Background: an optimization exercise with open tools, aiming at a short achievable clock period and few clock cycles. Do not read the settings as production practice. Only simulation tests tie the RTL to the original design; equivalence was not proved.

zinc:
// mult_div_unit
module mult_div_unit #(
  parameter int DATA_W = mult_div_unit_pkg::MD_DATA_W
) (
  input  logic              clk,
  input  logic              rst,
  input  logic              flush,
  input  logic              en,
  input  logic [5:0]        funct,
  input  logic [DATA_W-1:0] operand_1,
  input  logic [DATA_W-1:0] operand_2,
  output logic              busy,
  output logic [DATA_W-1:0] hi,
  output logic [DATA_W-1:0] lo,
  output logic              done
);
  logic        busy_q;       
  logic        last_q;       
  logic        ret_q;        
  logic        wait_q;       
  logic        mul_q;        
  logic        dz_q;         
  logic        negq_q;       
  logic        negr_q;       
  logic        is_long;
  logic        is_signed;
  logic        b_zero;
  assign is_long   = (funct[5:2] == 4'b0110);
  assign is_signed = ~funct[0];
  assign b_zero    = (operand_2 == 32'd0);
  logic [32:0] ma;
  logic [33:0] mb;
  logic [63:0] r0 [18];
  logic [63:0] r1 [12];
  ...
Size in the first run: roughly 140 I/O pins, ~220000 um2 of cells after synthesis.
==> flow/config.mk <==
export PLATFORM = sky130hd
export DESIGN_NAME = mult_div_unit
export DESIGN_NICKNAME = mult_div_unit
export VERILOG_FILES = /design/flow/design.v
export SDC_FILE = /design/flow/constraint.sdc
export NUM_CORES = 4
export LEC_CHECK = 0
export CAP_MARGIN = 40
export CORE_MARGIN = 2
export CORE_UTILIZATION = 40
export SLEW_MARGIN = 40
export SYNTH_HIERARCHICAL = 1
export SYNTH_MINIMUM_KEEP_SIZE = 0
export TNS_END_PERCENT = 100
==> flow/constraint.sdc <==
create_clock -name core_clock -period 10.0 [get_ports {clk}]
set_input_delay 2.0000 -clock core_clock [delete_from_list [all_inputs] [get_ports {clk}]]
set_output_delay 2.0000 -clock core_clock [all_outputs]
set_load 0.01 [all_outputs]
standard.sh (not shown) runs the stock make flow with config.mk's settings and CLKGATE_MAP_FILE= SYNTH_SCRIPT=/design/flow/synth_recipe.tcl, a recipe that flattens the netlist after the stock synthesis.
==> flow/flow/run.sh <==
#!/bin/bash
set -euo pipefail
bash standard.sh SETUP_SLACK_MARGIN=6.5 finish > flow_standard.log 2>&1
Testbench counts of zinc, summed over its fixed seeds: cycles 13,357.
--- input diff zinc..tundra ---
--- a/flow/design.v
+++ b/flow/design.v
@@ -171,27 +171,18 @@
   input  logic [3:0] s,
   input  logic [3:0] d,
   output logic       y
 );
   logic [1:0] t;
   mult_div_unit_sc_a22oi u_0 (.s0(s[0]), .d0(d[0]), .s1(s[1]), .d1(d[1]), .yn(t[0]));
   mult_div_unit_sc_a22oi u_1 (.s0(s[2]), .d0(d[2]), .s1(s[3]), .d1(d[3]), .yn(t[1]));
   mult_div_unit_sc_nand2 u_o (.a(t[0]), .b(t[1]), .y(y));
 endmodule
-module mult_div_unit_sel_gen (
-  input  logic [15:0] ge,
-  output logic [15:0] sel
-);
-  always_comb begin
-    for (int k = 0; k < 15; k++) sel[k] = ge[k] & ~ge[k+1];
-    sel[15] = ge[15];
-  end
-endmodule
 module mult_div_unit_busy_cell (
   input  logic       wait_q,
   input  logic       busy_q,
   input  logic [3:0] funct,    
   output logic       busy
 );
   assign busy = wait_q | (~busy_q & (funct == 4'b0110));
 endmodule
 module mult_div_unit_done_cell (
@@ -549,31 +540,27 @@
   assign wr_div  = retire & ~mul_q & ~dz_q;
   assign wr_mthi = ~busy_q & en & ~flush & (funct == mult_div_unit_pkg::FUNCT_MTHI);
   assign wr_mtlo = ~busy_q & en & ~flush & (funct == mult_div_unit_pkg::FUNCT_MTLO);
   always_comb begin
     qb  = qc;
     nqb = nqc;
     for (int m = 0; m < 16; m++) hrem[m] = negr_q ? ndiff[m*32 +: 32] : diff[m*32 +: 32];
     for (int g = 0; g < 4; g++) hgsel[g] = (g == 3) ? ge[12] : (ge[4*g] & ~ge[4*g+4]);
   end
-  logic [15:0] selx [4];
   genvar gg, gj;
   generate
-    for (gg = 0; gg < 4; gg++) begin : g_selx
-      mult_div_unit_sel_gen u_sg (.ge (ge), .sel (selx[gg]));
-    end
     for (gb = 0; gb < 32; gb++) begin : g_hgrp
       for (gg = 0; gg < 4; gg++) begin : g_g
         logic [3:0] dsel;
         for (gj = 0; gj < 4; gj++) begin : g_j
           assign dsel[gj] = hrem[4*gg+gj][gb];
         end
-        mult_div_unit_sel4 u_sel (.s (selx[gb/8][4*gg +: 4]), .d (dsel), .y (hgrp[gg][gb]));
+        mult_div_unit_sel4 u_sel (.s (sel[4*gg +: 4]), .d (dsel), .y (hgrp[gg][gb]));
       end
     end
   endgenerate
   logic [31:0] hg_e    [4];
   logic [31:0] hg_d    [4];
   logic [3:0]  hgsel_e;
   logic [3:0]  hgsel_d;
   logic [31:0] lplain_e;
   logic [31:0] lplain_d;
Notes after the runs:
- Going from zinc to tundra, setup slack -0.52 ns.
- In tundra relative to zinc, final area had gone down slightly.
- On count of non-filler cells in the finished layout, tundra and zinc are neck and neck.
- Routed wire in tundra totals less than in zinc.
- tundra ended up with hg_q[1][8] as its worst setup path endpoint; zinc ended up with hi[14].
- On number of nets in the layout, tundra tracks zinc almost exactly.
- Global-route usage in tundra vs zinc: down 1.4 points
- Between tundra and zinc, the placed instance count does not differ in any meaningful way.
Testbench counts of tundra, summed over its fixed seeds: cycles 13,357.

[re-timing with driven ports]
In the flow no input, the clock included, has a driving cell. The finished layouts below were timed again as built, in two steps.
Step 1 assumes that a clkbuf_16 drives the clock port and a buf_2 every other input.
Step 2 adds t to the input delays and takes it off the output delays; t is the mean of the earliest and latest rising clock arrival at the registers after step 1. Input paths then give back, and output paths get back, about the clock's delay inside the block.
Slacks: ideal ports / drivers / drivers and shift; pairs: ideal ports / drivers.
run	shift t [ns]	setup WS [ns]	worst register clock-pin slew, ns
zinc	1.117	5.128 / 4.985 / 4.393	0.08 / 0.08
tundra	1.124	4.610 / 4.610 / 4.180	0.08 / 0.08
After both steps every run listed still meets setup and hold. The setup slack of zinc, which loses most, moves by -0.143 ns with the drivers and by -0.735 ns with both steps.
